This is an optimization exercise on Yosys and OpenROAD, whose aim is small area, not a production implementation. The RTL was checked by simulation tests, not by an equivalence proof against the original design. Power figures rest on the tool's default switching activity, not on a simulated workload.

== rev 12 ==
// instr_register_pipe
module instr_register_pipe #(
  parameter int DEPTH = 32,
  parameter int OP_W  = 8,
  localparam int AW    = $clog2(DEPTH),
  localparam int RES_W = 2 * OP_W
) (
  input  logic                    clk,
  input  logic                    reset,
  input  logic                    load_en,
  input  logic [AW-1:0]           write_pointer,
  input  logic [2:0]              opcode,
  input  logic [OP_W-1:0]         operand_a,
  input  logic [OP_W-1:0]         operand_b,
  input  logic                    clear_en,
  input  logic                    rd_en,
  input  logic [AW-1:0]           read_pointer,
  output logic                    rd_valid,
  output logic                    rd_hit,
  output logic [2:0]              rd_opcode,
  output logic [OP_W-1:0]         rd_operand_a,
  output logic [OP_W-1:0]         rd_operand_b,
  output logic [RES_W-1:0]        rd_result,
  output logic                    rd_div0,
  output logic [AW:0]             entry_count,
  output logic                    full
);
==> flow/config.mk <==
export PLATFORM = sky130hd
export DESIGN_NAME = instr_register_pipe
export DESIGN_NICKNAME = instr_register_pipe
export VERILOG_FILES = /design/flow/design.v
export SDC_FILE = /design/flow/constraint.sdc
export NUM_CORES = 4
export LEC_CHECK = 0
export CAP_MARGIN = 20
export CORE_MARGIN = 2
export CORE_UTILIZATION = 40
export CTS_BUF_LIST = sky130_fd_sc_hd__clkbuf_4
export SLEW_MARGIN = 20
==> flow/constraint.sdc <==
create_clock -name core_clock -period 30.0 [get_ports {clk}]
set_input_delay 6.0000 -clock core_clock [delete_from_list [all_inputs] [get_ports {clk}]]
set_output_delay 6.0000 -clock core_clock [all_outputs]
set_load 0.01 [all_outputs]
run.sh (not shown) runs the stock make flow with config.mk's settings and CLKGATE_MAP_FILE= SYNTH_SCRIPT=/design/flow/synth_recipe.tcl, a recipe that flattens the netlist after the stock synthesis.
Rev 12 reached the end of the flow, and the finished layout is clean on the timing, design-rule and antenna checks.
The inputs of rev 13 differ from those of rev 12 as listed below.
Settings: CTS_BUF_LIST: sky130_fd_sc_hd__clkbuf_4 -> unset.
[summary]
- Rev 13 vs. rev 12: DRC violation total after the first TritonRoute iteration fell 102, power rose 2.3%, multi-input gate share of total cell area about even, remaining max-slew budget at the tightest pin fell 0.36 points, portion of the clock cycle consumed by the worst path in the final layout fell 1.3 points.

---

== run A ==
instr_register_pipe, a different RTL version from the one above (not shown whole).
For scale: roughly 1700 cells after synthesis, roughly 79 I/O pins.
export LEC_CHECK = 0
export CAP_MARGIN = 0
export CORE_MARGIN = 2
export CORE_UTILIZATION = 70
export PLACE_DENSITY = 0.8
export SLEW_MARGIN = 0
export SYNTH_HIERARCHICAL = 1
export SYNTH_MINIMUM_KEEP_SIZE = 0
create_clock -name core_clock -period 30.0 [get_ports {clk}]
standard.sh (not shown) runs the stock make flow with config.mk's settings and CLKGATE_MAP_FILE= SYNTH_SCRIPT=/design/flow/synth_recipe.tcl, a recipe that flattens the netlist after the stock synthesis.
==> flow/flow/run.sh <==
#!/bin/bash
# Own layout flow: the standard ORFS flow (standard.sh) with
#  - synthesis identical to synth_recipe.tcl except for the ABC mapping script
#    (area-oriented mapping; registers are mapped before ABC, so their names
#    and cell types are those of the standard synthesis),
#  - small port buffers,
#  - a clock tree built from smaller clock buffers without dummy loads.
# Each tool's full output goes to a log file in the work folder.
set -euo pipefail
WORK=$(pwd)
FLOWDIR=$WORK/flow

# Synthesis script: synth_recipe.tcl with ORFS synth.tcl patched to use our ABC script
cp "$FLOW_HOME/scripts/synth_preamble.tcl" "$WORK/my_preamble.tcl"
echo "set abc_args [lreplace \$abc_args 1 1 $FLOWDIR/abc_area.script]" >> "$WORK/my_preamble.tcl"
sed "s#source \$::env(SCRIPTS_DIR)/synth_preamble.tcl#source $WORK/my_preamble.tcl#" "$FLOW_HOME/scripts/synth.tcl" > "$WORK/my_synth_core.tcl"
sed "s#source \$::env(SCRIPTS_DIR)/synth.tcl#source $WORK/my_synth_core.tcl#" "$WORK/synth_recipe.tcl" > "$WORK/my_synth.tcl"
grep -q my_synth_core "$WORK/my_synth.tcl"
grep -q abc_area.script "$WORK/my_preamble.tcl"
sed "s#SYNTH_SCRIPT=[^ ]*#SYNTH_SCRIPT=$WORK/my_synth.tcl#" "$WORK/standard.sh" > "$WORK/my_standard.sh"
grep -q "SYNTH_SCRIPT=$WORK/my_synth.tcl" "$WORK/my_standard.sh"

export BUFFER_PORTS_ARGS="-buffer_cell sky130_fd_sc_hd__buf_1"
export CTS_ARGS="-sink_clustering_enable -repair_clock_nets -dont_use_dummy_load -buf_list sky130_fd_sc_hd__clkbuf_8 -sink_clustering_size 20 -sink_clustering_max_diameter 35"

bash "$WORK/my_standard.sh" synth > "$WORK/log_synth.txt" 2>&1
bash "$WORK/my_standard.sh" > "$WORK/log_layout.txt" 2>&1
==> flow/flow/abc_area.script <==
strash
dc2
dch -f
amap
topo
buffer -c
dnsize -c
Run A completed every stage of the flow, and the final layout passed the timing, design-rule and antenna checks.
Input changes introduced in run B (baseline for comparison: run A):
-- flow/flow/run.sh --
<<< run A, line 23
export BUFFER_PORTS_ARGS="-buffer_cell sky130_fd_sc_hd__buf_1"
export CTS_ARGS="-sink_clustering_enable -repair_clock_nets -dont_use_dummy_load -buf_list sky130_fd_sc_hd__clkbuf_8 -sink_clustering_size 20 -sink_clustering_max_diameter 35"

>>> run B, line 23
export BUFFER_PORTS_ARGS="-buffer_cell sky130_fd_sc_hd__buf_1"
export CTS_ARGS="-sink_clustering_enable -repair_clock_nets -dont_use_dummy_load -buf_list sky130_fd_sc_hd__clkbuf_8 -sink_clustering_size 17 -sink_clustering_max_diameter 50"

Results
- Of the two candidates, run A has the better minimum clock period and run B the worse one.
- Sort run B and run A by global router's overall resource usage asc -> top: run B
- Run B vs run A: critical path depth down slightly
Input changes introduced in run C (baseline for comparison: run B):
==> flow/flow/abc_area.script <==
strash
dc2
dch -f
amap
topo
dnsize -c
Notes after the runs:
Run C against run B: final worst-path cycle share climbed 2.8 points, die area saw little to no change, internal portion of total power now sits at about the same level.
When run C is set beside run B, its global-route usage turns out to be 0.28 points larger.
Compare run C and run B | cell count after synthesis higher: run B
For the met3 track demand over resource, run C came in 0.86 points higher than run B did.
~same area after detailed placement in run C and run B
Last element of the critical path = rd_result[8]: run C; last element of the critical path = rd_result[11]: run B
Run B → run C: critical path depth -1; total power ~0 delta.

---

The RTL this note starts from:
==> flow/design.v <==
module instr_register_pipe #(
  parameter int DEPTH = 32,
  parameter int OP_W  = 8,
  localparam int AW    = $clog2(DEPTH),
  localparam int RES_W = 2 * OP_W
) (
  input  logic                    clk,
  input  logic                    reset,
  input  logic                    load_en,
  input  logic [AW-1:0]           write_pointer,
  input  logic [2:0]              opcode,
  input  logic [OP_W-1:0]         operand_a,
  input  logic [OP_W-1:0]         operand_b,
  input  logic                    clear_en,
  input  logic                    rd_en,
  input  logic [AW-1:0]           read_pointer,
  output logic                    rd_valid,
  output logic                    rd_hit,
  output logic [2:0]              rd_opcode,
  output logic [OP_W-1:0]         rd_operand_a,
  output logic [OP_W-1:0]         rd_operand_b,
  output logic [RES_W-1:0]        rd_result,
  output logic                    rd_div0,
  output logic [AW:0]             entry_count,
  output logic                    full
);
  localparam int EW = 3 + 2 * OP_W;
  logic            s1_valid;
  logic [AW-1:0]   s1_ptr;
  logic [EW-1:0]   s1_data;
  always_ff @(posedge clk) begin
    if (reset) s1_valid <= 1'b0;
    else       s1_valid <= load_en;
    s1_ptr  <= write_pointer;
    s1_data <= {opcode, operand_a, operand_b};
  end
  logic [EW-1:0]    mem [DEPTH];
  logic [DEPTH-1:0] valid_q;
  logic [AW:0]      count_q;
  logic [DEPTH-1:0] wsel;
  logic [3:0]       wpa;
  logic [7:0]       wpb;
  always_comb begin
    for (int i = 0; i < 4; i++) wpa[i] = s1_valid && (s1_ptr[1:0] == 2'(i));
    for (int j = 0; j < 8; j++) wpb[j] = (s1_ptr[4:2] == 3'(j));
  end
  localparam int NW = (DEPTH + 2) / 3;
  logic [NW*3-1:0] wsel_x, wval_x;
  logic [NW-1:0]   wgrp_n;
  logic            w_was_valid;
  always_comb begin
    wsel_x = {{(NW*3-DEPTH){1'b0}}, wsel};
    wval_x = {{(NW*3-DEPTH){1'b0}}, valid_q};
  end
  genvar gw;
  generate for (gw = 0; gw < DEPTH; gw++) begin : g_went
    logic [EW-1:0] ent;
    irp_and2 u_wdrv (.a(wpa[gw % 4]), .b(wpb[gw / 4]), .y(wsel[gw]));
    always_ff @(posedge clk) begin
      if (wsel[gw]) ent <= s1_data;
    end
    assign mem[gw] = ent;
  end endgenerate
  generate for (gw = 0; gw < NW; gw++) begin : g_wgrp
    irp_aoi222 u_aoi (
      .s0 (wsel_x[3*gw]),   .d0 (wval_x[3*gw]),
      .s1 (wsel_x[3*gw+1]), .d1 (wval_x[3*gw+1]),
      .s2 (wsel_x[3*gw+2]), .d2 (wval_x[3*gw+2]),
      .y  (wgrp_n[gw])
    );
  end endgenerate
  assign w_was_valid = ~&wgrp_n;
  always_ff @(posedge clk) begin
    if (reset || clear_en) begin
      valid_q <= '0;
      count_q <= '0;
    end else begin
      valid_q <= valid_q | wsel;
      if (s1_valid && !w_was_valid) count_q <= count_q + (AW+1)'(1);
    end
  end
  logic          rd_go, rd_hold;
  logic [EW-1:0] rd_q, rd_d;
  logic          rd_hit_d;
  assign rd_go   = rd_en & ~reset;
  assign rd_hold = ~rd_en & ~reset;
  localparam int NG = (DEPTH + 1 + 2) / 3;
  logic [EW-1:0] rin [NG*3];
  logic [NG*3-1:0] rs;
  logic [DEPTH-1:0] rs_drv;
  logic [3:0]       rpa;
  logic [7:0]       rpb;
  always_comb begin
    for (int i = 0; i < 4; i++) rpa[i] = rd_go && (read_pointer[1:0] == 2'(i));
    for (int j = 0; j < 8; j++) rpb[j] = (read_pointer[4:2] == 3'(j));
  end
  genvar gr;
  generate for (gr = 0; gr < DEPTH; gr++) begin : g_rsel
    irp_and3 u_rdrv (.a(rpa[gr % 4]), .b(rpb[gr / 4]), .c(valid_q[gr]), .y(rs_drv[gr]));
  end endgenerate
  always_comb begin
    for (int k = 0; k < NG*3; k++) begin
      if (k < DEPTH) begin
        rs[k]  = rs_drv[k];
        rin[k] = mem[k];
      end else if (k == DEPTH) begin
        rs[k]  = rd_hold;
        rin[k] = rd_q;
      end else begin
        rs[k]  = 1'b0;
        rin[k] = '0;
      end
    end
  end
  genvar gb, gg;
  generate for (gb = 0; gb < EW; gb++) begin : g_rbit
    logic [NG-1:0] grp_n;
    for (gg = 0; gg < NG; gg++) begin : g_grp
      irp_aoi222 u_aoi (
        .s0 (rs[3*gg]),   .d0 (rin[3*gg][gb]),
        .s1 (rs[3*gg+1]), .d1 (rin[3*gg+1][gb]),
        .s2 (rs[3*gg+2]), .d2 (rin[3*gg+2][gb]),
        .y  (grp_n[gg])
      );
    end
    assign rd_d[gb] = ~&grp_n;
  end endgenerate
  assign rd_hit_d = (rd_hold & rd_hit) | (|rs[DEPTH-1:0]);
  always_ff @(posedge clk) begin
    rd_valid <= rd_go;
    rd_hit   <= rd_hit_d;
    rd_q     <= rd_d;
  end
  assign {rd_opcode, rd_operand_a, rd_operand_b} = rd_q;
  alu_unit u_alu (
    .op   (rd_opcode),
    .a    (rd_operand_a),
    .b    (rd_operand_b),
    .res  (rd_result),
    .div0 (rd_div0)
  );
  assign entry_count = count_q;
  assign full        = count_q[AW];
endmodule
module alu_unit (
  input  logic [2:0]  op,
  input  logic [7:0]  a,
  input  logic [7:0]  b,
  output logic [15:0] res,
  output logic        div0
);
  genvar i, j;
  logic [7:0] pp [8];
  generate for (i = 0; i < 8; i++) begin : ppr
    for (j = 0; j < 8; j++) begin : ppc
      if ((i == 7) ^ (j == 7)) begin : inv
        assign pp[i][j] = ~(a[j] & b[i]);
      end else begin : pos
        assign pp[i][j] = a[j] & b[i];
      end
    end
  end endgenerate
  logic [8:0] macc [8];
  logic [7:0] mc   [8];
  assign macc[0] = {1'b1, pp[0]};
  generate for (i = 1; i < 8; i++) begin : mrow
    for (j = 0; j < 8; j++) begin : mcol
      logic x, y, ci;
      assign x  = macc[i-1][j+1];
      assign y  = pp[i][j];
      if (j == 0) begin : c0
        assign ci = 1'b0;
      end else begin : cn
        assign ci = mc[i][j-1];
      end
      assign macc[i][j] = x ^ y ^ ci;
      assign mc[i][j]   = (x & y) | (ci & (x ^ y));
    end
    assign macc[i][8] = mc[i][7];
  end endgenerate
  logic [15:0] prod;
  assign prod = {~macc[7][8], macc[7][7:0], macc[6][0], macc[5][0], macc[4][0],
                 macc[3][0], macc[2][0], macc[1][0], macc[0][0]};
  logic       sa, sb, bz;
  logic [7:0] ma, dd;
  assign sa = a[7];
  assign sb = b[7];
  assign bz = (b == 8'd0);
  assign ma = (a ^ {8{sa}}) + {7'd0, sa};
  assign dd = b ^ {8{~sb}};
  logic [8:0] dh1;
  assign dh1[8] = 1'b1;
  generate for (i = 7; i >= 1; i--) begin : hz
    assign dh1[i] = dh1[i+1] & dd[i];
  end endgenerate
  logic [7:0] rem [9];
  logic [7:0] q;
  assign rem[8] = 8'd0;
  generate for (i = 7; i >= 0; i--) begin : drow
    localparam int W = 8 - i;
    logic [W-1:0] t, s;
    logic [W:0]   cy;
    if (W == 1) begin : w1
      assign t = ma[i];
    end else begin : wn
      assign t = {rem[i+1][W-2:0], ma[i]};
    end
    assign cy[0] = ~sb;
    for (j = 0; j < W; j++) begin : dcol
      assign s[j]    = t[j] ^ dd[j] ^ cy[j];
      assign cy[j+1] = (t[j] & dd[j]) | (cy[j] & (t[j] ^ dd[j]));
    end
    assign q[i] = dh1[W] & cy[W];
    if (W == 8) begin : wf
      assign rem[i] = q[i] ? s : t;
    end else begin : wp
      assign rem[i] = {{(8-W){1'b0}}, (q[i] ? s : t)};
    end
  end endgenerate
  logic       is_div, is_sub, use_a, dneg;
  logic [8:0] x9, y9, s9, dsel;
  assign is_div = op[2] & op[1];
  assign is_sub = (op == 3'd4);
  assign use_a  = (op == 3'd1) | (op == 3'd3) | (op == 3'd4);
  assign dsel   = op[0] ? {1'b0, rem[0]} : {1'b0, q};
  assign dneg   = is_div & ~bz & (op[0] ? sa : (sa ^ sb));
  always_comb begin
    x9 = use_a ? {a[7], a} : 9'd0;
    if (is_div)                        y9 = bz ? 9'd0 : (dsel ^ {9{dneg}});
    else if (is_sub)                   y9 = ~{b[7], b};
    else if (op == 3'd2 || op == 3'd3) y9 = {b[7], b};
    else                               y9 = 9'd0;
  end
  assign s9 = x9 + y9 + {8'd0, is_sub | dneg};
  assign res  = (op == 3'd5) ? prod : {{7{s9[8]}}, s9};
  assign div0 = is_div & bz;
endmodule
module irp_aoi222 (
  input  logic s0, d0,
  input  logic s1, d1,
  input  logic s2, d2,
  output logic y
);
  assign y = ~((s0 & d0) | (s1 & d1) | (s2 & d2));
endmodule
module irp_and2 (
  input  logic a, b,
  output logic y
);
  assign y = a & b;
endmodule
module irp_and3 (
  input  logic a, b, c,
  output logic y
);
  assign y = a & b & c;
endmodule
Settings: LEC_CHECK=0, CAP_MARGIN=0, CORE_MARGIN=2, CORE_UTILIZATION=75, PLACE_DENSITY=0.85, SLEW_MARGIN=0, SYNTH_HIERARCHICAL=1, SYNTH_MINIMUM_KEEP_SIZE=0; clock period 30.0 ns.
==> flow/flow/run.sh <==
#!/bin/bash
# Own layout flow: the standard ORFS flow (standard.sh) with
#  - synthesis identical to synth_recipe.tcl except for the ABC mapping script
#    (area-oriented mapping; registers are mapped before ABC, so their names
#    and cell types are those of the standard synthesis),
#  - small port buffers,
#  - a clock tree built from smaller clock buffers without dummy loads.
# Each tool's full output goes to a log file in the work folder.
set -euo pipefail
WORK=$(pwd)
FLOWDIR=$WORK/flow

# Synthesis script: synth_recipe.tcl with ORFS synth.tcl patched to use our ABC script
cp "$FLOW_HOME/scripts/synth_preamble.tcl" "$WORK/my_preamble.tcl"
echo "set abc_args [lreplace \$abc_args 1 1 $FLOWDIR/abc_area.script]" >> "$WORK/my_preamble.tcl"
sed "s#source \$::env(SCRIPTS_DIR)/synth_preamble.tcl#source $WORK/my_preamble.tcl#" "$FLOW_HOME/scripts/synth.tcl" > "$WORK/my_synth_core.tcl"
sed "s#source \$::env(SCRIPTS_DIR)/synth.tcl#source $WORK/my_synth_core.tcl#" "$WORK/synth_recipe.tcl" > "$WORK/my_synth.tcl"
grep -q my_synth_core "$WORK/my_synth.tcl"
grep -q abc_area.script "$WORK/my_preamble.tcl"
sed "s#SYNTH_SCRIPT=[^ ]*#SYNTH_SCRIPT=$WORK/my_synth.tcl#" "$WORK/standard.sh" > "$WORK/my_standard.sh"
grep -q "SYNTH_SCRIPT=$WORK/my_synth.tcl" "$WORK/my_standard.sh"

export BUFFER_PORTS_ARGS="-buffer_cell sky130_fd_sc_hd__buf_1"
export CTS_ARGS="-sink_clustering_enable -repair_clock_nets -dont_use_dummy_load -buf_list sky130_fd_sc_hd__clkbuf_8 -sink_clustering_size 17 -sink_clustering_max_diameter 50"

bash "$WORK/my_standard.sh" synth > "$WORK/log_synth.txt" 2>&1
bash "$WORK/my_standard.sh" > "$WORK/log_layout.txt" 2>&1
==> flow/flow/abc_area.script <==
strash
dc2
dch -f
amap
topo
buffer -c
dnsize -c
The baseline ran to the end with no violations.
Edit:
Settings changed: CORE_UTILIZATION 75 to 70, PLACE_DENSITY 0.85 to 0.8.
=> Total power increases by 0.40%; wire length barely changes; via count shrinks by 1.5%; maximum frequency is about the same; clock power increases by about 1%; sequential power barely changes; cell count goes up by 2.6%; non-clock buffer count is unchanged; design area rose by 0.30%.

## re-timing with driven ports
No port has a modelled driver above. Below, the same layouts with a new extraction and two added sets of constraints.
Step 1, drivers: a clkbuf_16 drives clk and a buf_2 each remaining input, both assumed.
Step 2 times the ports against the registers' clock, not the clock port: input delays grow and output delays shrink by t, the midpoint of the rising clock arrivals with the driver on.
Three values: no drivers, after step 1, after step 2; two values: the first two.
run	t (ns)	slack for setup (ns)	worst data-port slew with drivers (ns)	cell pins on the clock port's net
rev 12	1.032	6.146 / 6.087 / 7.119	0.09	1
rev 13	0.668	6.534 / 6.473 / 7.141	0.09	1
run A	0.681	2.911 / 2.858 / 3.540	0.05	1
run B	0.688	2.821 / 2.767 / 3.454	0.05	1
run C	0.699	1.986 / 1.937 / 2.636	0.04	1
the first run of note 3	0.650	2.399 / 2.352 / 3.002	0.07	1
the second run of note 3	0.684	2.317 / 2.268 / 2.953	0.07	1
After both steps setup and hold are still met in every run listed.
